Background: an optimization exercise with open tools, aiming at small area and a short achievable clock period. Do not read the settings as production practice. Only simulation tests tie the RTL to the original design; equivalence was not proved.

## job 9102
==> flow/design.v (excerpt) <==
module alu_core
#(
  parameter int DATA_WIDTH = alu_pkg::ALU_DATA_WIDTH
) (
  input  logic                  clk,
  input  logic                  rst_n,
  input  logic [7:0]            i_alu_op,
  input  logic [DATA_WIDTH-1:0] i_a,
  input  logic [DATA_WIDTH-1:0] i_b,
  output logic [DATA_WIDTH-1:0] o_c,
  output logic                  o_zero,
  output logic                  o_div0,
  output logic [DATA_WIDTH-1:0] o_c_q,
  output logic                  o_zero_q
);
Size in the first run: roughly 5800 cells after synthesis, roughly 33 flip-flops, about 140 I/O pins, about 35000 um^2 of cells after synthesis.
==> flow/config.mk <==
export PLATFORM = sky130hd
export DESIGN_NAME = alu_core
export DESIGN_NICKNAME = alu_core
export VERILOG_FILES = /design/flow/design.v
export SDC_FILE = /design/flow/constraint.sdc
export NUM_CORES = 4
export LEC_CHECK = 0
export ABC_AREA = 1
export CAP_MARGIN = 20
export CORE_MARGIN = 2
export CORE_UTILIZATION = 40
export SLEW_MARGIN = 20
==> flow/constraint.sdc <==
create_clock -name core_clock -period 200.0 [get_ports {clk}]
set_input_delay 40.0000 -clock core_clock [delete_from_list [all_inputs] [get_ports {clk}]]
set_output_delay 40.0000 -clock core_clock [all_outputs]
set_load 0.01 [all_outputs]
standard.sh (not shown) runs the stock make flow with config.mk's settings and CLKGATE_MAP_FILE= SYNTH_SCRIPT=/design/flow/synth_recipe.tcl, a recipe that flattens the netlist after the stock synthesis.
==> flow/flow/run.sh <==
#!/bin/bash
set -o pipefail
bash standard.sh SETUP_SLACK_MARGIN=55 SKIP_GATE_CLONING=1 SKIP_PIN_SWAP=1 cts > standard_flow_to_cts.log 2>&1
bash standard.sh finish > standard_flow_finish.log 2>&1
Job 9102 has completed all stages; timing, DRC and antenna checks passed.
Here is what was changed in the inputs of job 3195 compared with job 9102.
Settings: swapping 40 for 50 in CORE_UTILIZATION.
==> flow/flow/run.sh <==
#!/bin/bash
set -o pipefail
bash standard.sh SETUP_SLACK_MARGIN=50 SKIP_GATE_CLONING=1 SKIP_PIN_SWAP=1 "BUFFER_PORTS_ARGS=-buffer_cell sky130_fd_sc_hd__buf_2" cts > standard_flow_to_cts.log 2>&1
bash standard.sh SETUP_SLACK_MARGIN=45 SETUP_MOVE_SEQUENCE=sizeup SKIP_GATE_CLONING=1 SKIP_PIN_SWAP=1 grt > standard_flow_grt.log 2>&1
bash standard.sh finish > standard_flow_finish.log 2>&1
Results
In summary, job 3195 completed successfully, with a layout that passed the timing, DRC and antenna checks. Job 9102 was carried through to the last stage, and its layout satisfied the timing, DRC and antenna checks. Total met3 wirelength after detailed routing for job 3195: about 1.6% up relative to job 9102. Looking only at inserted tap cell count, and setting everything else aside, the higher value of job 9102 and job 3195 goes to job 9102. Going from job 9102 to job 3195, total via count in the routed design shrinks by 924. Relative to job 9102, the total detailed-routing wirelength measured on job 3195 has decreased by a few percent.
Inputs modified between job 3195 and job 390:
Settings: CORE_UTILIZATION: 50 -> 40.
==> flow/flow/run.sh <==
#!/bin/bash
set -o pipefail
bash standard.sh SETUP_SLACK_MARGIN=52 SKIP_GATE_CLONING=1 SKIP_PIN_SWAP=1 "BUFFER_PORTS_ARGS=-buffer_cell sky130_fd_sc_hd__buf_2" cts > standard_flow_to_cts.log 2>&1
bash standard.sh SETUP_SLACK_MARGIN=47 SETUP_MOVE_SEQUENCE=sizeup SKIP_GATE_CLONING=1 SKIP_PIN_SWAP=1 grt > standard_flow_grt.log 2>&1
bash standard.sh finish > standard_flow_finish.log 2>&1
### Flow results
Maximum operating frequency (job 390 vs. job 3195) increases slightly
Job 390 has number of antenna violations at the first check in global routing below what job 3195 had.
Looking at final area, job 390 sits 1100 um^2 above job 3195.
The fraction of area in registers of job 3195 and that of job 390 are within noise of each other.
Re global-route usage: job 3195 and job 390 aren't equal, and the lower value belongs to job 390.
Summary — fraction of the cycle the final worst path needs, job 390 relative to job 3195: lower, by 0.88 points.
> inputs changed (job 390 -> job 2333)
==> flow/flow/run.sh <==
#!/bin/bash
set -o pipefail
bash standard.sh SETUP_SLACK_MARGIN=50 cts > standard_flow_to_cts.log 2>&1
bash standard.sh finish > standard_flow_finish.log 2>&1
- Summary of job 2333 over job 390: total length of routed met2 wires rose by 2.2%; maximum frequency fell by 0.00017 GHz; share of final layout cell area taken by clock buffers and inverters stayed essentially flat.
- Job 2333 gives more global-route usage than job 390 did.
- Job 2333 vs job 390: met2 track demand over resource up in job 2333
- Summary — HPWL after detailed placement, job 2333 relative to job 390: higher, by about 1.1%.
- Status: utilization parity (job 390, job 2333)


Starting RTL as in the previous note.
Settings: LEC_CHECK=0, ABC_AREA=1, CAP_MARGIN=20, CORE_MARGIN=2, CORE_UTILIZATION=40, SLEW_MARGIN=20; clock period 200.0 ns.
==> flow/flow/run.sh <==
#!/bin/bash
set -o pipefail
bash standard.sh SETUP_SLACK_MARGIN=50 SKIP_GATE_CLONING=1 SKIP_PIN_SWAP=1 TNS_END_PERCENT=5 "BUFFER_PORTS_ARGS=-buffer_cell sky130_fd_sc_hd__buf_2" cts > standard_flow_to_cts.log 2>&1
bash standard.sh finish > standard_flow_finish.log 2>&1
Change:
==> flow/flow/run.sh (replaced) <==
#!/bin/bash
# The standard layout, with two changes:
#  - synthesis runs flow/synth.tcl: the standard synthesis followed by a second ABC
#    mapping pass (flow/abc.script) over the logic, keeping the flip-flops as they are;
#  - up to and including clock-tree synthesis, repair_timing is asked to keep a setup
#    margin of 52 ns beyond the constraint.
# Each make run's output goes to its own log here; ORFS keeps each tool's log under orfs/logs.
set -o pipefail
S="SYNTH_SCRIPT=$PWD/flow/synth.tcl"
bash standard.sh "$S" synth > flow_synth.log 2>&1
bash standard.sh "$S" SETUP_SLACK_MARGIN=52 cts > flow_to_cts.log 2>&1
bash standard.sh "$S" finish > flow_finish.log 2>&1
==> flow/flow/abc.script (new file) <==
strash
dc2
dc2
dch
map -B 0.9
topo
stime -c
buffer -c
dnsize -c
==> flow/flow/synth.tcl (new file) <==
# The standard synthesis (synth_recipe.tcl), followed by a second mapping pass:
# every standard cell except the flip-flops (and tie cells) is dissolved back into
# logic and ABC maps it again with this flow's abc.script, which restructures the
# logic for area (dc2) and maps it without upsizing gates.
# The flip-flops keep the standard synthesis's names and cells.
set flow_dir [file dirname [file normalize [info script]]]
proc synth {args} { yosys synth -nofsm -noshare {*}$args }
source $::env(SCRIPTS_DIR)/synth.tcl
# left out here: clear keep_hierarchy, flatten, clean up

set flow_lib [lindex $::env(LIB_FILES) 0]
read_liberty -overwrite -ignore_miss_func $flow_lib
blackbox sky130_fd_sc_hd__df* sky130_fd_sc_hd__sdf* sky130_fd_sc_hd__dl* sky130_fd_sc_hd__ed* sky130_fd_sc_hd__conb*
hierarchy -top $::env(DESIGN_NAME)
flatten
opt_clean
log_cmd abc -script $flow_dir/abc.script {*}[lrange $abc_args 2 end]
setundef -zero
splitnets
opt_clean -purge
hilomap -singleton -hicell {*}$::env(TIEHI_CELL_AND_PORT) -locell {*}$::env(TIELO_CELL_AND_PORT)
if { $::env(SYNTH_INSBUF) } {
  insbuf -buf {*}$::env(MIN_BUF_CELL_AND_PORTS)
}
opt_clean -purge
tee -o $::env(REPORTS_DIR)/synth_stat_pass2.txt stat {*}$lib_args
# left out here: hide names made inside functions, write 1_2_yosys.v
Cell area hardly moves.
Final cell count increases by 17%.
Via count increases by 17%.
First-iteration DRC count increases by 48%.
Worst setup slack improved by 660 ps.
Global-route usage increases by 6.0 points.
Clock-buffer cell count stays the same.
Fmax increases by 0.44%.
Hold slack improved by 330 ps.
Critical path depth increases by 148.
Change:
==> flow/flow/run.sh (replaced) <==
#!/bin/bash
set -o pipefail
bash standard.sh SETUP_SLACK_MARGIN=50 SKIP_GATE_CLONING=1 SKIP_PIN_SWAP=1 "BUFFER_PORTS_ARGS=-buffer_cell sky130_fd_sc_hd__buf_2" cts > standard_flow_to_cts.log 2>&1
bash standard.sh SETUP_SLACK_MARGIN=45 SETUP_MOVE_SEQUENCE=sizeup SKIP_GATE_CLONING=1 SKIP_PIN_SWAP=1 grt > standard_flow_grt.log 2>&1
bash standard.sh finish > standard_flow_finish.log 2>&1
removed: flow/flow/abc.script
removed: flow/flow/synth.tcl
Sequential share of layout area barely changes.
Flip-flop and latch count stays the same.
Utilization shrinks by 4.2 points.
Worst setup slack improved by 1600 ps.
Count of clock-buffer cells in the layout is unchanged.

-- port drivers added, routing unchanged --
The flow's constraints put no driver on any port. The routed layouts listed below were extracted and timed again, unchanged, in two steps. Step 1 sets driving cells, clkbuf_16 on the clock port and buf_2 on the other inputs (assumed; they add their load-dependent delay and slew). Step 2 also shifts input and output timing later by t, the mid clock arrival at the registers, as if the neighbouring blocks saw the same clock. Slacks: ideal / step 1 / step 2; pairs: ideal / step 1.
run | shift t [ns] | setup WS [ns] | cell pins on the clock port's net
job 9102 | 0.321 | 53.221 / 53.204 / 53.204 | 1
job 3195 | 0.320 | 50.972 / 50.939 / 50.939 | 1
job 390 | 0.325 | 52.726 / 52.704 / 52.704 | 1
job 2333 | 0.323 | 49.009 / 48.975 / 48.975 | 1
the first run of note 2 | 0.323 | 48.939 / 48.917 / 48.917 | 1
the second run of note 2 | 0.321 | 49.598 / 49.579 / 49.579 | 1
the third run of note 2 | 0.326 | 51.170 / 51.149 / 51.149 | 1
After both steps every run listed still meets setup and hold. The setup slack of job 2333, which loses most, moves by -0.034 ns with the drivers and by -0.034 ns with both steps.
